This design comes from an exercise in tuning for small area, a short achievable clock period and few clock cycles per item on the open sky130 flow, not from production work.
Function was not checked in any run shown here: the RTL went through the layout flow alone.
Power and IR drop assume default switching activity.

==> flow/design.v (outline; a module is shown in full before it is edited, if it fits) <==
// module csa_fa: 9 lines
// module csa_ha: 8 lines
// module binary_neuron: 998 lines
module binary_neuron (
    input  logic                    clk,
    input  logic                    reset,
    input  logic                    in_valid,
    output logic                    in_ready,
    input  logic [320:0]            in_req,
    output logic                    out_valid,
    input  logic                    out_ready,
    output logic [9:0]              out_sum
);
  // ...
==> flow/flow/run.sh <==
#!/bin/bash
# The standard layout (standard.sh: ORFS synthesis to final layout), with
# two changes:
#  - the input and output ports are buffered with the smallest buffer,
#    sky130_fd_sc_hd__buf_1, instead of the cell buffer_ports picks by default
#    (clkdlybuf4s50_1); later repair steps may still resize them;
#  - clock tree synthesis adds no dummy loads to the clock tree, and groups
#    the flip-flops into clusters of up to 15 within 75 um for its leaf
#    buffers (instead of searching for a clustering itself).
set -euo pipefail
export BUFFER_PORTS_ARGS="-buffer_cell sky130_fd_sc_hd__buf_1"
export CTS_ARGS="-sink_clustering_enable -repair_clock_nets -buf_list sky130_fd_sc_hd__clkbuf_8 -dont_use_dummy_load -sink_clustering_size 15 -sink_clustering_max_diameter 75"
bash standard.sh > standard_flow.log 2>&1
==> flow/standard.sh <==
#!/bin/bash
# synth_recipe.tcl (not shown) runs the flow's synth.tcl, then flattens the netlist and writes it again
# the make line also repeats each setting of config.mk as NAME=value (left out here)
make -C /OpenROAD-flow-scripts/flow DESIGN_CONFIG=/design/flow/config.mk WORK_HOME=/design/flow/orfs CLKGATE_MAP_FILE= SYNTH_SCRIPT=/design/flow/synth_recipe.tcl "${@:-finish}"
==> flow/config.mk <==
export PLATFORM = sky130hd
export DESIGN_NAME = binary_neuron
export DESIGN_NICKNAME = binary_neuron
export VERILOG_FILES = /design/flow/design.v
export SDC_FILE = /design/flow/constraint.sdc
export NUM_CORES = 4
export LEC_CHECK = 0
export CAP_MARGIN = 20
export CORE_MARGIN = 2
export CORE_UTILIZATION = 40
export CTS_BUF_LIST = sky130_fd_sc_hd__clkbuf_8
export SLEW_MARGIN = 20
export SYNTH_HIERARCHICAL = 1
export SYNTH_MINIMUM_KEEP_SIZE = 0
==> flow/constraint.sdc <==
create_clock -name core_clock -period 6.0 [get_ports {clk}]
set_input_delay 1.2000 -clock core_clock [delete_from_list [all_inputs] [get_ports {clk}]]
set_output_delay 1.2000 -clock core_clock [all_outputs]
set_load 0.01 [all_outputs]
==> run_results.csv, run 1 <==
group,metric,value,unit
yosys,synth_top_family_by_area,"adder cells",
finish,layout_common_cells,"buf_1 (336), fa_1 (243), nor2_1 (221)",
grt,use_met1,23.7,%
clock_tree,clockRootBuffer,"clkbuf_8",
finish,final_nets,2152,
yosys,post-synth-top-count-cell,"fa_1",
clock_tree,clockBufferDepth,3,
clock_tree,cts_sinks,270,
finish,antennaDiodeCount,0,
yosys,synth_area_leader_cell,"fa_1",
run_status,status,"timing/DRC/antenna clean",
drt,met2_length,19100,µm
yosys,synth_cell_type_count,38,
worst_setup_path,start_kind,"flip-flop",
worst_hold_path,holdPathStages,0,
finish,multi_input_area,9000,µm²
place,portBuffers,336,
power,p_switching,3.28,mW
sta,final-setup-viol-count,0,
power,share_clk_of_total_power,10.5,%
worst_setup_path,crit_slowest_cell,"fa_1",
clock_tree,holdBufCountCts,0,
yosys,synth_top_area_share,32.2,%
finish,final_cell_count_no_fill,2077,
floorplan,core,37400,µm²
worst_setup_path,end_kind,"flip-flop",
power,peakVddDrop,0.351,mV
clock_tree,cts_buffers,22,
grt,grt_max_degree,23,
finish,top_regs,"q_data: 40 flops, out_sum: 10 flops, pending: 5 flops",
yosys,synth_commonest_cells,"fa_1 (243), nor2_1 (221), dfxtp_1 (220)",
power,p_sw_share,39.4,%
drt,routed.top_layer,"met5",
finish,synthToLayoutAreaGrowth,14.2,%
yosys,synth_fp_nets,1804,
finish,largest_reg_flops,40,
place,gp_congestion,0.880,
clock_tree,htreeDepth,1,
finish,buf_share,7.32,%
sta,slew_viol_final,0,
yosys,synth_async_sr_flop_share,0,%
drt,drt_iter0_markers,284,
floorplan,tap-cell-count,511,
==> inputs of run 2 (changes only) <==
--- a/flow/design.v
+++ b/flow/design.v
@@ -214,19 +214,19 @@
     wire p2_61 = in_req[75] ^ (~in_req[3] & (in_req[73] | in_req[74]));
     wire q3_61 = ~(in_req[76] ^ (~in_req[3] & (in_req[73] | in_req[74] | in_req[75])));
     wire p1_62 = in_req[70] ^ (~in_req[2] & in_req[69]);
     wire p2_62 = in_req[71] ^ (~in_req[2] & (in_req[69] | in_req[70]));
     wire q3_62 = ~(in_req[72] ^ (~in_req[2] & (in_req[69] | in_req[70] | in_req[71])));
     wire p1_63 = in_req[66] ^ (~in_req[1] & in_req[65]);
     wire p2_63 = in_req[67] ^ (~in_req[1] & (in_req[65] | in_req[66]));
     wire q3_63 = ~(in_req[68] ^ (~in_req[1] & (in_req[65] | in_req[66] | in_req[67])));
-    logic r1_s39, r1_s41, r1_s43, r1_s45, r1_s47, r1_s49, r1_s51, r1_s53, r1_s55, r1_s65, r1_s67, r1_s69, r1_s71, r1_s73, r1_s75, r1_s77, r1_s79, r1_s81, r1_s83, r1_s85, r1_s87, r1_s89, r1_s91, r1_s93, r1_s95, r1_s97, r1_s99, r1_s101, r1_s103, r1_s105, r1_s107, r1_c44, r1_c46, r1_c48, r1_c50, r1_c52, r1_c54, r1_c56, r1_s109, r1_s111, r1_s113, r1_s115, r1_s117, r1_s119, r1_s121, r1_c110, r1_c112, r1_c114, r1_c116, r1_c118, r1_c120, r1_c122, r1_s161, r1_s163, r1_s165, r1_s167, r1_s169, r1_s171, r1_s173, r1_s175, r1_s177, r1_s179, r1_s181, r1_s183, r1_s185, r1_s187, r1_s189, r1_s191, r1_s193, r1_s195, r1_s197, r1_s199, r1_s201, r1_s203, r1_s205, r1_s207, r1_s209, r1_s211, r1_s213, r1_s215, r1_s217, r1_c200, r1_c202, r1_s273, r1_s275, r1_s277, r1_s279, r1_s281, r1_s283, r1_s285, r1_s287, r1_s289, r1_s291, r1_s293, r1_s295, r1_s297, r1_s299, r1_s301, r1_s303, r1_s305, r1_s307, r1_s309, r1_s311, r1_s313, r1_c204, r1_c206, r1_c208, r1_c210, r1_c212, r1_c214, r1_c216, r1_c218, r1_s315, r1_s317, r1_s319, r1_s321, r1_s323, r1_s325, r1_s327, r1_c274, r1_c276, r1_c278, r1_c280, r1_c282, r1_c284, r1_c286, r1_c288, r1_c290, r1_c292, r1_c294, r1_c296, r1_c298, r1_c300, r1_c302, r1_c304, r1_c306, r1_c308, r1_c310, r1_c312, r1_c314, r1_c316, r1_c318, r1_c320, r1_c322, r1_c324, r1_c326, r1_c328;
-    logic r2_s265, r2_s267, r2_s269, r2_s379, r2_s381, r2_c268, r2_c270, r2_s383, r2_s385, r2_s433, r2_s435, r2_c382, r2_c384, r2_s437, r2_c386, r2_s439, r2_s441, r2_c438, r2_c440, r2_s467, r2_c442, r2_s469, r2_s471, r2_c468, r2_s485, r2_c470, r2_c472, r2_s487, r2_c484, r2_c486, r2_c488, r2_s63, r2_s157, r2_s159;
-    logic r3_s477, r3_c452, r3_s479, r3_s491, r3_c480, r3_s493, r3_s63, r3_s157, r3_s271, r3_s391, r3_s451, r3_s501, r3_s503, r3_c504, r3_s159, r3_c502;
+    logic r1_s39, r1_s41, r1_s43, r1_s45, r1_s47, r1_s49, r1_s51, r1_s53, r1_s55, r1_s65, r1_s67, r1_s69, r1_s71, r1_s73, r1_s75, r1_s77, r1_s79, r1_s81, r1_s83, r1_s85, r1_s87, r1_s89, r1_s91, r1_s93, r1_s95, r1_s97, r1_s99, r1_s101, r1_s103, r1_s105, r1_s107, r1_c44, r1_c46, r1_c48, r1_c50, r1_c52, r1_c54, r1_c56, r1_s109, r1_s111, r1_s113, r1_s115, r1_s117, r1_s119, r1_s121, r1_c110, r1_c112, r1_c114, r1_c116, r1_c118, r1_c120, r1_c122, r1_s161, r1_s163, r1_s165, r1_s167, r1_s169, r1_s171, r1_s173, r1_s175, r1_s177, r1_s179, r1_s181, r1_s183, r1_s185, r1_s187, r1_s189, r1_s191, r1_s193, r1_s195, r1_s197, r1_s199, r1_s201, r1_s203, r1_s205, r1_s207, r1_s209, r1_s211, r1_s213, r1_s215, r1_s217, r1_q3_62, r1_q3_63, r1_c162, r1_c164, r1_c166, r1_c168, r1_c170, r1_c172, r1_c174, r1_c176, r1_c178, r1_c180, r1_c182, r1_c184, r1_c186, r1_c188, r1_c190, r1_c192, r1_c194, r1_c196, r1_c198, r1_c200, r1_c202, r1_s273, r1_s275, r1_s277, r1_s279, r1_s281, r1_s283, r1_s285, r1_s287, r1_s289, r1_s291, r1_s293, r1_s295, r1_s297, r1_s299, r1_s301, r1_s303, r1_s305, r1_s307, r1_s309, r1_s311, r1_s313, r1_c204, r1_c206, r1_c208, r1_c210, r1_c212, r1_c214, r1_c216, r1_c218, r1_c274, r1_c276, r1_c278, r1_c280, r1_c282, r1_c284, r1_c286, r1_c288, r1_c290, r1_c292, r1_c294, r1_c296, r1_c298, r1_c300, r1_c302, r1_c304, r1_c306, r1_c308, r1_c310, r1_c312, r1_c314;
+    logic r2_s257, r2_c158, r2_c160, r2_s259, r2_s261, r2_s263, r2_s265, r2_s369, r2_s371, r2_c266, r2_s373, r2_s375, r2_s377, r2_s379, r2_s381, r2_c378, r2_c380, r2_s425, r2_s427, r2_s429, r2_s431, r2_s433, r2_c382, r2_s435, r2_s437, r2_s459, r2_c434, r2_s461, r2_s463, r2_c436, r2_c438, r2_s465, r2_s467, r2_c464, r2_s483, r2_c466, r2_c468, r2_s485, r2_c484, r2_c486, r2_s63, r2_s157, r2_s159;
+    logic r3_s477, r3_c452, r3_s479, r3_s491, r3_c480, r3_s493, r3_c492, r3_s499, r3_c494, r3_s63, r3_s157, r3_s271, r3_s391, r3_s451, r3_s503, r3_c504, r3_s159;
     wire s1 = ~(in_req[317] ^ in_req[313]);
     wire c2 = in_req[317] | in_req[313];
     wire s3, c4;
     csa_fa u_s3 (.a(in_req[309]), .b(in_req[305]), .c(in_req[301]), .s(s3), .co(c4));
     wire s5, c6;
     csa_fa u_s5 (.a(in_req[297]), .b(in_req[293]), .c(in_req[289]), .s(s5), .co(c6));
     wire s7, c8;
     csa_fa u_s7 (.a(in_req[285]), .b(in_req[281]), .c(in_req[277]), .s(s7), .co(c8));
@@ -374,17 +374,17 @@
     csa_fa u_s149 (.a(s123), .b(s125), .c(s127), .s(s149), .co(c150));
     wire s151, c152;
     csa_fa u_s151 (.a(s129), .b(s131), .c(s133), .s(s151), .co(c152));
     wire s153, c154;
     csa_fa u_s153 (.a(s135), .b(s137), .c(s139), .s(s153), .co(c154));
     wire s155, c156;
     csa_fa u_s155 (.a(s141), .b(s143), .c(s145), .s(s155), .co(c156));
     wire s157, c158;
-    csa_fa u_s157 (.a(s147), .b(c64), .c(s149), .s(s157), .co(c158));
+    csa_fa u_s157 (.a(c64), .b(s147), .c(s149), .s(s157), .co(c158));
     wire s159, c160;
     csa_fa u_s159 (.a(s151), .b(s153), .c(s155), .s(s159), .co(c160));
     wire s161 = ~(p2_0 ^ p2_1);
     wire c162 = p2_0 | p2_1;
     wire s163, c164;
     csa_fa u_s163 (.a(p2_2), .b(p2_3), .c(p2_4), .s(s163), .co(c164));
     wire s165, c166;
     csa_fa u_s165 (.a(p2_5), .b(p2_6), .c(p2_7), .s(s165), .co(c166));
@@ -460,45 +460,45 @@
     csa_fa u_s235 (.a(r1_s195), .b(r1_s197), .c(r1_s199), .s(s235), .co(c236));
     wire s237, c238;
     csa_fa u_s237 (.a(r1_s201), .b(r1_s203), .c(r1_s205), .s(s237), .co(c238));
     wire s239, c240;
     csa_fa u_s239 (.a(r1_s207), .b(r1_s209), .c(r1_s211), .s(s239), .co(c240));
     wire s241, c242;
     csa_fa u_s241 (.a(r1_s213), .b(r1_s215), .c(r1_s217), .s(s241), .co(c242));
     wire s243, c244;
-    csa_fa u_s243 (.a(c124), .b(c126), .c(c128), .s(s243), .co(c244));
+    csa_fa u_s243 (.a(s237), .b(s239), .c(s241), .s(s243), .co(c244));
     wire s245, c246;
-    csa_fa u_s245 (.a(c130), .b(c132), .c(c134), .s(s245), .co(c246));
+    csa_fa u_s245 (.a(c124), .b(c126), .c(c128), .s(s245), .co(c246));
     wire s247, c248;
-    csa_fa u_s247 (.a(c136), .b(c138), .c(c140), .s(s247), .co(c248));
+    csa_fa u_s247 (.a(c130), .b(c132), .c(c134), .s(s247), .co(c248));
     wire s249, c250;
-    csa_fa u_s249 (.a(c142), .b(c144), .c(c146), .s(s249), .co(c250));
+    csa_fa u_s249 (.a(c136), .b(c138), .c(c140), .s(s249), .co(c250));
     wire s251, c252;
-    csa_fa u_s251 (.a(s219), .b(s221), .c(s223), .s(s251), .co(c252));
+    csa_fa u_s251 (.a(c142), .b(c144), .c(c146), .s(s251), .co(c252));
     wire s253, c254;
-    csa_fa u_s253 (.a(s225), .b(s227), .c(s229), .s(s253), .co(c254));
+    csa_fa u_s253 (.a(s219), .b(s221), .c(s223), .s(s253), .co(c254));
     wire s255, c256;
-    csa_fa u_s255 (.a(s231), .b(s233), .c(s235), .s(s255), .co(c256));
+    csa_fa u_s255 (.a(s225), .b(s227), .c(s229), .s(s255), .co(c256));
     wire s257, c258;
-    csa_fa u_s257 (.a(s237), .b(s239), .c(s241), .s(s257), .co(c258));
+    csa_fa u_s257 (.a(s231), .b(s233), .c(s235), .s(s257), .co(c258));
     wire s259, c260;
-    csa_fa u_s259 (.a(c148), .b(s243), .c(s245), .s(s259), .co(c260));
+    csa_fa u_s259 (.a(s243), .b(c148), .c(c150), .s(s259), .co(c260));
     wire s261, c262;
-    csa_fa u_s261 (.a(s247), .b(s249), .c(c150), .s(s261), .co(c262));
+    csa_fa u_s261 (.a(c152), .b(c154), .c(c156), .s(s261), .co(c262));
     wire s263, c264;
-    csa_fa u_s263 (.a(c152), .b(c154), .c(c156), .s(s263), .co(c264));
+    csa_fa u_s263 (.a(s245), .b(s247), .c(s249), .s(s263), .co(c264));
     wire s265, c266;
     csa_fa u_s265 (.a(s251), .b(s253), .c(s255), .s(s265), .co(c266));
     wire s267, c268;
-    csa_fa u_s267 (.a(s257), .b(s259), .c(c158), .s(s267), .co(c268));
+    csa_fa u_s267 (.a(r2_s257), .b(r2_c158), .c(r2_c160), .s(s267), .co(c268));
     wire s269, c270;
-    csa_fa u_s269 (.a(c160), .b(s261), .c(s263), .s(s269), .co(c270));
+    csa_fa u_s269 (.a(r2_s259), .b(r2_s261), .c(r2_s263), .s(s269), .co(c270));
     wire s271, c272;
-    csa_fa u_s271 (.a(r2_s265), .b(r2_s267), .c(r2_s269), .s(s271), .co(c272));
+    csa_fa u_s271 (.a(r2_s265), .b(s267), .c(s269), .s(s271), .co(c272));
     wire s273 = ~(q3_0 ^ q3_1);
     wire c274 = q3_0 | q3_1;
     wire s275, c276;
     csa_fa u_s275 (.a(q3_2), .b(q3_3), .c(q3_4), .s(s275), .co(c276));
     wire s277, c278;
     csa_fa u_s277 (.a(q3_5), .b(q3_6), .c(q3_7), .s(s277), .co(c278));
     wire s279, c280;
     csa_fa u_s279 (.a(q3_8), .b(q3_9), .c(q3_10), .s(s279), .co(c280));
@@ -532,29 +532,29 @@
     csa_fa u_s307 (.a(q3_50), .b(q3_51), .c(q3_52), .s(s307), .co(c308));
     wire s309, c310;
     csa_fa u_s309 (.a(q3_53), .b(q3_54), .c(q3_55), .s(s309), .co(c310));
     wire s311, c312;
     csa_fa u_s311 (.a(q3_56), .b(q3_57), .c(q3_58), .s(s311), .co(c312));
     wire s313, c314;
     csa_fa u_s313 (.a(q3_59), .b(q3_60), .c(q3_61), .s(s313), .co(c314));
     wire s315, c316;
-    csa_fa u_s315 (.a(q3_62), .b(q3_63), .c(c162), .s(s315), .co(c316));
+    csa_fa u_s315 (.a(r1_q3_62), .b(r1_q3_63), .c(r1_c162), .s(s315), .co(c316));
     wire s317, c318;
-    csa_fa u_s317 (.a(c164), .b(c166), .c(c168), .s(s317), .co(c318));
+    csa_fa u_s317 (.a(r1_c164), .b(r1_c166), .c(r1_c168), .s(s317), .co(c318));
     wire s319, c320;
-    csa_fa u_s319 (.a(c170), .b(c172), .c(c174), .s(s319), .co(c320));
+    csa_fa u_s319 (.a(r1_c170), .b(r1_c172), .c(r1_c174), .s(s319), .co(c320));
     wire s321, c322;
-    csa_fa u_s321 (.a(c176), .b(c178), .c(c180), .s(s321), .co(c322));
+    csa_fa u_s321 (.a(r1_c176), .b(r1_c178), .c(r1_c180), .s(s321), .co(c322));
     wire s323, c324;
-    csa_fa u_s323 (.a(c182), .b(c184), .c(c186), .s(s323), .co(c324));
+    csa_fa u_s323 (.a(r1_c182), .b(r1_c184), .c(r1_c186), .s(s323), .co(c324));
     wire s325, c326;
-    csa_fa u_s325 (.a(c188), .b(c190), .c(c192), .s(s325), .co(c326));
+    csa_fa u_s325 (.a(r1_c188), .b(r1_c190), .c(r1_c192), .s(s325), .co(c326));
     wire s327, c328;
-    csa_fa u_s327 (.a(c194), .b(c196), .c(c198), .s(s327), .co(c328));
+    csa_fa u_s327 (.a(r1_c194), .b(r1_c196), .c(r1_c198), .s(s327), .co(c328));
     wire s329, c330;
     csa_fa u_s329 (.a(r1_c200), .b(r1_c202), .c(r1_s273), .s(s329), .co(c330));
     wire s331, c332;
     csa_fa u_s331 (.a(r1_s275), .b(r1_s277), .c(r1_s279), .s(s331), .co(c332));
     wire s333, c334;
     csa_fa u_s333 (.a(r1_s281), .b(r1_s283), .c(r1_s285), .s(s333), .co(c334));
     wire s335, c336;
     csa_fa u_s335 (.a(r1_s287), .b(r1_s289), .c(r1_s291), .s(s335), .co(c336));
@@ -566,57 +566,57 @@
     csa_fa u_s341 (.a(r1_s305), .b(r1_s307), .c(r1_s309), .s(s341), .co(c342));
     wire s343, c344;
     csa_fa u_s343 (.a(r1_s311), .b(r1_s313), .c(r1_c204), .s(s343), .co(c344));
     wire s345, c346;
     csa_fa u_s345 (.a(r1_c206), .b(r1_c208), .c(r1_c210), .s(s345), .co(c346));
     wire s347, c348;
     csa_fa u_s347 (.a(r1_c212), .b(r1_c214), .c(r1_c216), .s(s347), .co(c348));
     wire s349, c350;
-    csa_fa u_s349 (.a(r1_c218), .b(r1_s315), .c(r1_s317), .s(s349), .co(c350));
+    csa_fa u_s349 (.a(r1_c218), .b(c238), .c(c240), .s(s349), .co(c350));
     wire s351, c352;
-    csa_fa u_s351 (.a(r1_s319), .b(r1_s321), .c(r1_s323), .s(s351), .co(c352));
+    csa_fa u_s351 (.a(c242), .b(c220), .c(c222), .s(s351), .co(c352));
     wire s353, c354;
-    csa_fa u_s353 (.a(r1_s325), .b(r1_s327), .c(s349), .s(s353), .co(c354));
+    csa_fa u_s353 (.a(c224), .b(c226), .c(c228), .s(s353), .co(c354));
     wire s355, c356;
-    csa_fa u_s355 (.a(s351), .b(c220), .c(c222), .s(s355), .co(c356));
+    csa_fa u_s355 (.a(c230), .b(c232), .c(c234), .s(s355), .co(c356));
     wire s357, c358;
-    csa_fa u_s357 (.a(c224), .b(c226), .c(c228), .s(s357), .co(c358));
+    csa_fa u_s357 (.a(c236), .b(s315), .c(s317), .s(s357), .co(c358));
     wire s359, c360;
-    csa_fa u_s359 (.a(c230), .b(c232), .c(c234), .s(s359), .co(c360));
+    csa_fa u_s359 (.a(s319), .b(s321), .c(s323), .s(s359), .co(c360));
     wire s361, c362;
-    csa_fa u_s361 (.a(c236), .b(c238), .c(c240), .s(s361), .co(c362));
+    csa_fa u_s361 (.a(s325), .b(s327), .c(s329), .s(s361), .co(c362));
     wire s363, c364;
-    csa_fa u_s363 (.a(c242), .b(s329), .c(s331), .s(s363), .co(c364));
+    csa_fa u_s363 (.a(s331), .b(s333), .c(s335), .s(s363), .co(c364));
     wire s365, c366;
-    csa_fa u_s365 (.a(s333), .b(s335), .c(s337), .s(s365), .co(c366));
+    csa_fa u_s365 (.a(s337), .b(s339), .c(s341), .s(s365), .co(c366));
     wire s367, c368;
-    csa_fa u_s367 (.a(s339), .b(s341), .c(s343), .s(s367), .co(c368));
+    csa_fa u_s367 (.a(s343), .b(s345), .c(s347), .s(s367), .co(c368));
     wire s369, c370;
-    csa_fa u_s369 (.a(s345), .b(s347), .c(s353), .s(s369), .co(c370));
+    csa_fa u_s369 (.a(s349), .b(c244), .c(c246), .s(s369), .co(c370));
     wire s371, c372;
-    csa_fa u_s371 (.a(c244), .b(c246), .c(c248), .s(s371), .co(c372));
+    csa_fa u_s371 (.a(c248), .b(c250), .c(c252), .s(s371), .co(c372));
     wire s373, c374;
-    csa_fa u_s373 (.a(c250), .b(s355), .c(s357), .s(s373), .co(c374));
+    csa_fa u_s373 (.a(c254), .b(c256), .c(c258), .s(s373), .co(c374));
     wire s375, c376;
-    csa_fa u_s375 (.a(s359), .b(s361), .c(c252), .s(s375), .co(c376));
+    csa_fa u_s375 (.a(s351), .b(s353), .c(s355), .s(s375), .co(c376));
     wire s377, c378;
-    csa_fa u_s377 (.a(c254), .b(c256), .c(c258), .s(s377), .co(c378));
+    csa_fa u_s377 (.a(s357), .b(s359), .c(s361), .s(s377), .co(c378));
     wire s379, c380;
     csa_fa u_s379 (.a(s363), .b(s365), .c(s367), .s(s379), .co(c380));
     wire s381, c382;
-    csa_fa u_s381 (.a(s369), .b(c260), .c(s371), .s(s381), .co(c382));
+    csa_fa u_s381 (.a(c260), .b(c262), .c(c264), .s(s381), .co(c382));
     wire s383, c384;
-    csa_fa u_s383 (.a(c262), .b(c264), .c(s373), .s(s383), .co(c384));
+    csa_fa u_s383 (.a(r2_s369), .b(r2_s371), .c(r2_c266), .s(s383), .co(c384));
     wire s385, c386;
-    csa_fa u_s385 (.a(c266), .b(s375), .c(s377), .s(s385), .co(c386));
+    csa_fa u_s385 (.a(r2_s373), .b(r2_s375), .c(r2_s377), .s(s385), .co(c386));
     wire s387, c388;
-    csa_fa u_s387 (.a(r2_s379), .b(r2_s381), .c(r2_c268), .s(s387), .co(c388));
+    csa_fa u_s387 (.a(r2_s379), .b(r2_s381), .c(c268), .s(s387), .co(c388));
     wire s389, c390;
-    csa_fa u_s389 (.a(r2_c270), .b(r2_s383), .c(r2_s385), .s(s389), .co(c390));
+    csa_fa u_s389 (.a(c270), .b(s383), .c(s385), .s(s389), .co(c390));
     wire s391, c392;
     csa_fa u_s391 (.a(c272), .b(s387), .c(s389), .s(s391), .co(c392));
     wire s393 = ~(r1_c274 ^ r1_c276);
     wire c394 = r1_c274 | r1_c276;
     wire s395, c396;
     csa_fa u_s395 (.a(r1_c278), .b(r1_c280), .c(r1_c282), .s(s395), .co(c396));
     wire s397, c398;
     csa_fa u_s397 (.a(r1_c284), .b(r1_c286), .c(r1_c288), .s(s397), .co(c398));
@@ -624,115 +624,115 @@
     csa_fa u_s399 (.a(r1_c290), .b(r1_c292), .c(r1_c294), .s(s399), .co(c400));
     wire s401, c402;
     csa_fa u_s401 (.a(r1_c296), .b(r1_c298), .c(r1_c300), .s(s401), .co(c402));
     wire s403, c404;
     csa_fa u_s403 (.a(r1_c302), .b(r1_c304), .c(r1_c306), .s(s403), .co(c404));
     wire s405, c406;
     csa_fa u_s405 (.a(r1_c308), .b(r1_c310), .c(r1_c312), .s(s405), .co(c406));
     wire s407, c408;
-    csa_fa u_s407 (.a(r1_c314), .b(r1_c316), .c(r1_c318), .s(s407), .co(c408));
+    csa_fa u_s407 (.a(r1_c314), .b(c316), .c(c318), .s(s407), .co(c408));
     wire s409, c410;
-    csa_fa u_s409 (.a(r1_c320), .b(r1_c322), .c(r1_c324), .s(s409), .co(c410));
+    csa_fa u_s409 (.a(c320), .b(c322), .c(c324), .s(s409), .co(c410));
     wire s411, c412;
-    csa_fa u_s411 (.a(r1_c326), .b(r1_c328), .c(c350), .s(s411), .co(c412));
+    csa_fa u_s411 (.a(c326), .b(c328), .c(c330), .s(s411), .co(c412));
     wire s413, c414;
-    csa_fa u_s413 (.a(c352), .b(c330), .c(c332), .s(s413), .co(c414));
+    csa_fa u_s413 (.a(c332), .b(c334), .c(c336), .s(s413), .co(c414));
     wire s415, c416;
-    csa_fa u_s415 (.a(c334), .b(c336), .c(c338), .s(s415), .co(c416));
+    csa_fa u_s415 (.a(c338), .b(c340), .c(c342), .s(s415), .co(c416));
     wire s417, c418;
-    csa_fa u_s417 (.a(c340), .b(c342), .c(c344), .s(s417), .co(c418));
+    csa_fa u_s417 (.a(c344), .b(c346), .c(c348), .s(s417), .co(c418));
     wire s419, c420;
-    csa_fa u_s419 (.a(c346), .b(c348), .c(c354), .s(s419), .co(c420));
+    csa_fa u_s419 (.a(c350), .b(s393), .c(s395), .s(s419), .co(c420));
     wire s421, c422;
-    csa_fa u_s421 (.a(s393), .b(s395), .c(s397), .s(s421), .co(c422));
+    csa_fa u_s421 (.a(s397), .b(s399), .c(s401), .s(s421), .co(c422));
     wire s423, c424;
-    csa_fa u_s423 (.a(s399), .b(s401), .c(s403), .s(s423), .co(c424));
+    csa_fa u_s423 (.a(s403), .b(s405), .c(c352), .s(s423), .co(c424));
     wire s425, c426;
-    csa_fa u_s425 (.a(s405), .b(s407), .c(s409), .s(s425), .co(c426));
+    csa_fa u_s425 (.a(c354), .b(c356), .c(c358), .s(s425), .co(c426));
     wire s427, c428;
-    csa_fa u_s427 (.a(s411), .b(c356), .c(c358), .s(s427), .co(c428));
+    csa_fa u_s427 (.a(c360), .b(c362), .c(c364), .s(s427), .co(c428));
     wire s429, c430;
-    csa_fa u_s429 (.a(c360), .b(c362), .c(s413), .s(s429), .co(c430));
+    csa_fa u_s429 (.a(c366), .b(c368), .c(s407), .s(s429), .co(c430));
     wire s431, c432;
-    csa_fa u_s431 (.a(s415), .b(s417), .c(c364), .s(s431), .co(c432));
+    csa_fa u_s431 (.a(s409), .b(s411), .c(s413), .s(s431), .co(c432));
     wire s433, c434;
-    csa_fa u_s433 (.a(c366), .b(c368), .c(c370), .s(s433), .co(c434));
+    csa_fa u_s433 (.a(s415), .b(s417), .c(s419), .s(s433), .co(c434));
     wire s435, c436;
-    csa_fa u_s435 (.a(s419), .b(s421), .c(s423), .s(s435), .co(c436));
+    csa_fa u_s435 (.a(s421), .b(c370), .c(c372), .s(s435), .co(c436));
     wire s437, c438;
-    csa_fa u_s437 (.a(s425), .b(c372), .c(c374), .s(s437), .co(c438));
+    csa_fa u_s437 (.a(c374), .b(c376), .c(s423), .s(s437), .co(c438));
     wire s439, c440;
-    csa_fa u_s439 (.a(s427), .b(c376), .c(c378), .s(s439), .co(c440));
+    csa_fa u_s439 (.a(r2_c378), .b(r2_c380), .c(r2_s425), .s(s439), .co(c440));
     wire s441, c442;
-    csa_fa u_s441 (.a(s429), .b(c380), .c(s431), .s(s441), .co(c442));
+    csa_fa u_s441 (.a(r2_s427), .b(r2_s429), .c(r2_s431), .s(s441), .co(c442));
     wire s443, c444;
-    csa_fa u_s443 (.a(r2_s433), .b(r2_s435), .c(r2_c382), .s(s443), .co(c444));
+    csa_fa u_s443 (.a(r2_s433), .b(r2_c382), .c(r2_s435), .s(s443), .co(c444));
     wire s445, c446;
-    csa_fa u_s445 (.a(r2_c384), .b(r2_s437), .c(r2_c386), .s(s445), .co(c446));
+    csa_fa u_s445 (.a(r2_s437), .b(c384), .c(c386), .s(s445), .co(c446));
     wire s447, c448;
-    csa_fa u_s447 (.a(r2_s439), .b(r2_s441), .c(c388), .s(s447), .co(c448));
+    csa_fa u_s447 (.a(s439), .b(s441), .c(s443), .s(s447), .co(c448));
     wire s449, c450;
-    csa_fa u_s449 (.a(c390), .b(s443), .c(s445), .s(s449), .co(c450));
+    csa_fa u_s449 (.a(c388), .b(c390), .c(s445), .s(s449), .co(c450));
     wire s451, c452;
-    csa_fa u_s451 (.a(c392), .b(s447), .c(s449), .s(s451), .co(c452));
+    csa_fa u_s451 (.a(s447), .b(c392), .c(s449), .s(s451), .co(c452));
     wire s453 = ~(c394 ^ c396);
     wire c454 = c394 | c396;
     wire s455, c456;
     csa_fa u_s455 (.a(c398), .b(c400), .c(c402), .s(s455), .co(c456));
     wire s457, c458;
     csa_fa u_s457 (.a(c404), .b(c406), .c(c408), .s(s457), .co(c458));
     wire s459, c460;
     csa_fa u_s459 (.a(c410), .b(c412), .c(c414), .s(s459), .co(c460));
     wire s461, c462;
-    csa_fa u_s461 (.a(c416), .b(c418), .c(s453), .s(s461), .co(c462));
+    csa_fa u_s461 (.a(c416), .b(c418), .c(c420), .s(s461), .co(c462));
     wire s463, c464;
-    csa_fa u_s463 (.a(s455), .b(s457), .c(c420), .s(s463), .co(c464));
+    csa_fa u_s463 (.a(c422), .b(s453), .c(s455), .s(s463), .co(c464));
     wire s465, c466;
-    csa_fa u_s465 (.a(c422), .b(c424), .c(c426), .s(s465), .co(c466));
+    csa_fa u_s465 (.a(c424), .b(c426), .c(c428), .s(s465), .co(c466));
     wire s467, c468;
-    csa_fa u_s467 (.a(c428), .b(c430), .c(s459), .s(s467), .co(c468));
+    csa_fa u_s467 (.a(c430), .b(c432), .c(s457), .s(s467), .co(c468));
     wire s469, c470;
-    csa_fa u_s469 (.a(c432), .b(s461), .c(c434), .s(s469), .co(c470));
+    csa_fa u_s469 (.a(r2_s459), .b(r2_c434), .c(r2_s461), .s(s469), .co(c470));
     wire s471, c472;
-    csa_fa u_s471 (.a(c436), .b(s463), .c(s465), .s(s471), .co(c472));
+    csa_fa u_s471 (.a(r2_s463), .b(r2_c436), .c(r2_c438), .s(s471), .co(c472));
     wire s473, c474;
-    csa_fa u_s473 (.a(r2_c438), .b(r2_c440), .c(r2_s467), .s(s473), .co(c474));
+    csa_fa u_s473 (.a(r2_s465), .b(r2_s467), .c(c440), .s(s473), .co(c474));
     wire s475, c476;
-    csa_fa u_s475 (.a(r2_c442), .b(r2_s469), .c(r2_s471), .s(s475), .co(c476));
+    csa_fa u_s475 (.a(c442), .b(c444), .c(s469), .s(s475), .co(c476));
     wire s477, c478;
-    csa_fa u_s477 (.a(c444), .b(c446), .c(s473), .s(s477), .co(c478));
+    csa_fa u_s477 (.a(s471), .b(c446), .c(c448), .s(s477), .co(c478));
     wire s479, c480;
-    csa_fa u_s479 (.a(s475), .b(c448), .c(c450), .s(s479), .co(c480));
+    csa_fa u_s479 (.a(s473), .b(s475), .c(c450), .s(s479), .co(c480));
     wire s481, c482;
     csa_fa u_s481 (.a(r3_s477), .b(r3_c452), .c(r3_s479), .s(s481), .co(c482));
     wire s483 = ~(c454 ^ c456);
     wire c484 = c454 | c456;
     wire s485, c486;
     csa_fa u_s485 (.a(c458), .b(c460), .c(c462), .s(s485), .co(c486));
     wire s487, c488;
-    csa_fa u_s487 (.a(s483), .b(c464), .c(c466), .s(s487), .co(c488));
+    csa_fa u_s487 (.a(r2_c464), .b(r2_s483), .c(r2_c466), .s(s487), .co(c488));
     wire s489, c490;
-    csa_fa u_s489 (.a(r2_c468), .b(r2_s485), .c(r2_c470), .s(s489), .co(c490));
+    csa_fa u_s489 (.a(r2_c468), .b(r2_s485), .c(c470), .s(s489), .co(c490));
     wire s491, c492;
-    csa_fa u_s491 (.a(r2_c472), .b(r2_s487), .c(c474), .s(s491), .co(c492));
+    csa_fa u_s491 (.a(c472), .b(s487), .c(c474), .s(s491), .co(c492));
     wire s493, c494;
     csa_fa u_s493 (.a(c476), .b(s489), .c(c478), .s(s493), .co(c494));
     wire s495, c496;
     csa_fa u_s495 (.a(r3_s491), .b(r3_c480), .c(r3_s493), .s(s495), .co(c496));
     wire s497 = ~(r2_c484 ^ r2_c486);
     wire c498 = r2_c484 | r2_c486;
     wire s499, c500;
-    csa_fa u_s499 (.a(r2_c488), .b(c490), .c(s497), .s(s499), .co(c500));
+    csa_fa u_s499 (.a(c488), .b(s497), .c(c490), .s(s499), .co(c500));
     wire s501, c502;
-    csa_fa u_s501 (.a(c492), .b(s499), .c(c494), .s(s501), .co(c502));
+    csa_fa u_s501 (.a(r3_c492), .b(r3_s499), .c(r3_c494), .s(s501), .co(c502));
     wire s503 = ~(c498 ^ c500);
     wire c504 = c498 | c500;
-    wire [9:0] row_a = {r3_c504, r3_s503, r3_s501, c482, s481, r3_s451, r3_s391, r3_s271, r3_s157, r3_s63};
-    wire [9:0] row_b = {1'b0, r3_c502, c496, s495, 1'b0, 1'b0, 1'b0, 1'b0, r3_s159, 1'b0};
+    wire [9:0] row_a = {r3_c504, r3_s503, c496, c482, s481, r3_s451, r3_s391, r3_s271, r3_s157, r3_s63};
+    wire [9:0] row_b = {1'b0, c502, s501, s495, 1'b0, 1'b0, 1'b0, 1'b0, r3_s159, 1'b0};
     wire [9:0] total = row_a + row_b;
     logic         accept, pop;
     logic [4:0] pending, pending_next;
     assign accept = in_valid && in_ready;
     assign pop    = out_valid && out_ready;
     always_comb begin
         case ({accept, pop})
             2'b10:   pending_next = {pending[3:0], 1'b1};
@@ -834,16 +834,37 @@
         r1_s203 <= s203;
         r1_s205 <= s205;
         r1_s207 <= s207;
         r1_s209 <= s209;
         r1_s211 <= s211;
         r1_s213 <= s213;
         r1_s215 <= s215;
         r1_s217 <= s217;
+        r1_q3_62 <= q3_62;
+        r1_q3_63 <= q3_63;
+        r1_c162 <= c162;
+        r1_c164 <= c164;
+        r1_c166 <= c166;
+        r1_c168 <= c168;
+        r1_c170 <= c170;
+        r1_c172 <= c172;
+        r1_c174 <= c174;
+        r1_c176 <= c176;
+        r1_c178 <= c178;
+        r1_c180 <= c180;
+        r1_c182 <= c182;
+        r1_c184 <= c184;
+        r1_c186 <= c186;
+        r1_c188 <= c188;
+        r1_c190 <= c190;
+        r1_c192 <= c192;
+        r1_c194 <= c194;
+        r1_c196 <= c196;
+        r1_c198 <= c198;
         r1_c200 <= c200;
         r1_c202 <= c202;
         r1_s273 <= s273;
         r1_s275 <= s275;
         r1_s277 <= s277;
         r1_s279 <= s279;
         r1_s281 <= s281;
         r1_s283 <= s283;
@@ -865,23 +886,16 @@
         r1_c204 <= c204;
         r1_c206 <= c206;
         r1_c208 <= c208;
         r1_c210 <= c210;
         r1_c212 <= c212;
         r1_c214 <= c214;
         r1_c216 <= c216;
         r1_c218 <= c218;
-        r1_s315 <= s315;
-        r1_s317 <= s317;
-        r1_s319 <= s319;
-        r1_s321 <= s321;
-        r1_s323 <= s323;
-        r1_s325 <= s325;
-        r1_s327 <= s327;
         r1_c274 <= c274;
         r1_c276 <= c276;
         r1_c278 <= c278;
         r1_c280 <= c280;
         r1_c282 <= c282;
         r1_c284 <= c284;
         r1_c286 <= c286;
         r1_c288 <= c288;
@@ -893,77 +907,80 @@
         r1_c300 <= c300;
         r1_c302 <= c302;
         r1_c304 <= c304;
         r1_c306 <= c306;
         r1_c308 <= c308;
         r1_c310 <= c310;
         r1_c312 <= c312;
         r1_c314 <= c314;
-        r1_c316 <= c316;
-        r1_c318 <= c318;
-        r1_c320 <= c320;
-        r1_c322 <= c322;
-        r1_c324 <= c324;
-        r1_c326 <= c326;
-        r1_c328 <= c328;
     end
     always_ff @(posedge clk) begin
+        r2_s257 <= s257;
+        r2_c158 <= c158;
+        r2_c160 <= c160;
+        r2_s259 <= s259;
+        r2_s261 <= s261;
+        r2_s263 <= s263;
         r2_s265 <= s265;
-        r2_s267 <= s267;
-        r2_s269 <= s269;
+        r2_s369 <= s369;
+        r2_s371 <= s371;
+        r2_c266 <= c266;
+        r2_s373 <= s373;
+        r2_s375 <= s375;
+        r2_s377 <= s377;
         r2_s379 <= s379;
         r2_s381 <= s381;
-        r2_c268 <= c268;
-        r2_c270 <= c270;
-        r2_s383 <= s383;
-        r2_s385 <= s385;
+        r2_c378 <= c378;
+        r2_c380 <= c380;
+        r2_s425 <= s425;
+        r2_s427 <= s427;
+        r2_s429 <= s429;
+        r2_s431 <= s431;
         r2_s433 <= s433;
-        r2_s435 <= s435;
         r2_c382 <= c382;
-        r2_c384 <= c384;
+        r2_s435 <= s435;
         r2_s437 <= s437;
-        r2_c386 <= c386;
-        r2_s439 <= s439;
-        r2_s441 <= s441;
+        r2_s459 <= s459;
+        r2_c434 <= c434;
+        r2_s461 <= s461;
+        r2_s463 <= s463;
+        r2_c436 <= c436;
         r2_c438 <= c438;
-        r2_c440 <= c440;
+        r2_s465 <= s465;
         r2_s467 <= s467;
-        r2_c442 <= c442;
-        r2_s469 <= s469;
-        r2_s471 <= s471;
+        r2_c464 <= c464;
+        r2_s483 <= s483;
+        r2_c466 <= c466;
         r2_c468 <= c468;
         r2_s485 <= s485;
-        r2_c470 <= c470;
-        r2_c472 <= c472;
-        r2_s487 <= s487;
         r2_c484 <= c484;
         r2_c486 <= c486;
-        r2_c488 <= c488;
         r2_s63 <= s63;
         r2_s157 <= s157;
         r2_s159 <= s159;
     end
     always_ff @(posedge clk) begin
         r3_s477 <= s477;
         r3_c452 <= c452;
         r3_s479 <= s479;
         r3_s491 <= s491;
         r3_c480 <= c480;
         r3_s493 <= s493;
+        r3_c492 <= c492;
+        r3_s499 <= s499;
+        r3_c494 <= c494;
         r3_s63 <= r2_s63;
         r3_s157 <= r2_s157;
         r3_s271 <= s271;
         r3_s391 <= s391;
         r3_s451 <= s451;
-        r3_s501 <= s501;
         r3_s503 <= s503;
         r3_c504 <= c504;
         r3_s159 <= r2_s159;
-        r3_c502 <= c502;
     end
     logic [9:0]      q_data [0:3];
     logic [3:0]    q_wr, q_rd, q_occ;
     logic [9:0]      q_head;
     logic            q_empty;
     logic            result;        
     logic            head_load;     
     logic            q_push, q_pull;
==> run_results.csv, run 2 <==
group,metric,value,unit
clock_tree,htreeDepth,1,
yosys,syn_inst,1237,
power,leakage,6.42,nW
finish,antennaDiodeCount,0,
finish,layout_commonest_cell,"buf_1",
power,p_per_area,469,nW/µm²
finish,layout_common_cells,"buf_1 (336), fa_1 (243), dfxtp_1 (237)",
yosys,post-synth-top-count-cell,"fa_1",
power,peakVddDrop,0.276,mV
worst_setup_path,cp.required,6450,ps
worst_setup_path,path_class,"flip-flop to flip-flop",
yosys,ys_ff_latch,287,
sta,period_share,43.4,%
finish,n_fill_cell,3559,
yosys,syn_area,15400,µm²
yosys,synth_fp_nets,1821,
yosys,synth_async_sr_flop_share,0,%
sta,final-setup-viol-count,0,
yosys,synth_cell_type_count,38,
clock_tree,cts_buffers,23,
grt,grt_overflow,0,
finish,synthToLayoutAreaGrowth,14.0,%
worst_setup_path,start_kind,"flip-flop",
yosys,synthTopCellsByArea,"fa_1 (32%), dfxtp_1 (31%), edfxtp_1 (9.7%), xnor2_1 (7.4%), nor2_1 (5.4%)",
power,p_sw_share,38.9,%
sta,fin_setup_tns,0,ps
yosys,yosysSeqAreaShare,40.5,%
run_status,status,"timing/DRC/antenna clean",
finish,top_register,"q_data",
grt,grt_pass1_vias,10400,
clock_tree,cts_resized,0,
clock_tree,cts_tree,"yes",
sta,skew,78.5,ps
power,share_clk_of_total_power,11.3,%
yosys,synth_warnings,8,
floorplan,die_h,200,µm
worst_setup_path,worstPathArrival,3050,ps
grt,track_usage,18.3,%
floorplan,dieWidth,200,µm
finish,drive_above_1_share,2.02,%
yosys,synth_top_area_share,31.5,%
worst_setup_path,end_kind,"flip-flop",
drt,routedWlPerCell,17.3,µm
drt,post-route-drc-count,0,
drt,drt-vias-per-instance,4.56,
power,seq_power_share,38.0,%
sta,slew_headroom,42.0,%
sta,rsz0062_at_grt,"no",
finish,largest_reg_flops,40,
sta,fmax,384,MHz
yosys,synth_commonest_cells,"fa_1 (243), dfxtp_1 (237), nor2_1 (221)",
place,placed_area,17300,µm²
power,p_int,5.04,mW
clock_tree,cts_sinks,287,
drt,dr.pass1.iters,5,
place,portBuffers,336,
finish,final_nets,2170,
worst_setup_path,worstPathMaxFanout,1,
floorplan,dieArea,40200,µm²
drt,drt_iter0_markers,488,
floorplan,start_util,40.8,%
drt,ant_nets,0,
clock_tree,post_cts_buffers,0,
yosys,syn_area_per_cell,12.5,µm²
place,gp_congestion,0.862,
yosys,synth_top_flop_cell,"dfxtp_1",
drt,drt_wl_total,36200,µm
clock_tree,clockRootBuffer,"clkbuf_8",
finish,postLayoutCellArea,17600,µm²
floorplan,fp-row-count,71,
yosys,synth-edff-count,50,
sta,tightest_slew,871,ps
power,p_switching,3.21,mW
worst_hold_path,worstHoldPathType,"flip-flop to flip-flop",
power,p_comb_share,50.7,%
grt,grt_first_pass_wirelength,56900,µm
grt,grt_max_degree,23,
grt,grt_antenna_before_repair,0,
sta,min_period,2600,ps
yosys,synth_area_leader_cell,"fa_1",
flow_run,cap_violations,0,
clock_tree,clk_pin_slew_worst_paths,90,ps
sta,finalHoldViolCount,0,
clock_tree,clockBufferDepth,3,
finish,top_regs,"q_data: 40 flops, out_sum: 10 flops, pending: 5 flops",
sta,slew_viol_final,0,
drt,vias,9561,
finish,multi_input_area,9000,µm²
floorplan,io_pins,337,
floorplan,core,37800,µm²
finish,regArea,6250,µm²
clock_tree,insertion_delay,570,ps
place,hpwl,31300,µm
clock_tree,holdBufCountCts,0,
run 2: cell types whose count changed after synthesis:
cell / previous run / this run
dfxtp_1: 220 / 237
run 2: path summary, 6_finish.rpt:
path              slack [ps]  cells after the start       to    start
setup / recovery        3400                      5  r2_s485  r1_s201
hold / removal           330                      0   r3_s63   r2_s63
setup reg to reg        3400                      5  r2_s485  r1_s201
hold reg to reg          330                      0   r3_s63   r2_s63
run 2: critical path, cell delays in order, from the launching register on:
cell and delay, ps:
dfxtp_1 340, fa_1 450, fa_1 430, fa_1 440, fa_1 400, fa_1 430
run 2: cells by family after synthesis:
| family | synth area share [%] |
|---|---|
| buffers and inverters | 1.18 |
| XOR/XNOR | 11.3 |
| adder cells (fa/ha/maj) | 32.8 |
| flip-flops | 40.5 |
| multiplexers | 0.332 |
| AND/OR/NAND/NOR | 11.6 |
| AO/OA/AOI/OAI | 2.31 |
run 2: cell type report:
type                       instances  area share [%]
multi-input combinational        906            51.2
tap                              511            3.64
sequential                       287            35.5
timing repair buffer             336            7.17
inverter                          32           0.683
clock buffer                      23            1.80
run 2: per-stage QoR:
step / cells / power (mW) / hold WS [ps] / worst slack [ps] / utilization [%]
after detailed placement: 2072 / 7.46 / 313 / 3160 / 45.6
after global placement: 2072 / 7.33 / 313 / 3160 / 45.6
after CTS: 2095 / 8.40 / 335 / 3380 / 46.5
after floorplan: 1237 / 5.77 / 310 / 3480 / -
after global routing: 2095 / 9.06 / 345 / 3270 / 46.5
final: 2095 / 8.25 / 335 / 3400 / 46.5
run 2: power groups by stage:
stage	logic [mW]	registers (mW)	clock network [mW]
after global routing	4.83	3.20	1.04
after detailed placement	4.26	3.19	0
final	4.18	3.13	0.934
after CTS	4.28	3.15	0.972
after global placement	4.15	3.18	0
after floorplan	2.66	3.11	0
run 2: layer usage:
metal  wire [µm]  track usage [%]
met1       15000             23.4
met2       18700             33.1
met3        1620             2.39
met4         843             4.13
met5           0                0
run 2: per-module statistics from Yosys, one instance, submodules excluded:
module,copies in the design,cells inside
csa_fa,243,1
binary_neuron,1,994

## re-timing with driven ports
No port has a modelled driver above. Below, the same layouts with a new extraction and two added sets of constraints. Step 1 assumes that a clkbuf_16 drives the clock port and a buf_2 every other input. Step 2, shift: input delay + t, output delay - t, t = (earliest + latest rising clock arrival at the registers) / 2. This alone moves slack from input paths to output paths. a / b / c = ideal ports / drivers / drivers and shift; a / b = the first two.
| run | t, ns | setup WS [ns] | clock arrival spread, ns |
|---|---|---|---|
| run 1 | 0.566 | 3.111 / 3.111 / 3.111 | 0.047 / 0.046 |
| run 2 | 0.575 | 3.399 / 3.399 / 3.193 | 0.079 / 0.079 |
After both steps every run listed still meets setup and hold. The setup slack of run 2, which loses most, moves by 0.000 ns with the drivers and by -0.206 ns with both steps.
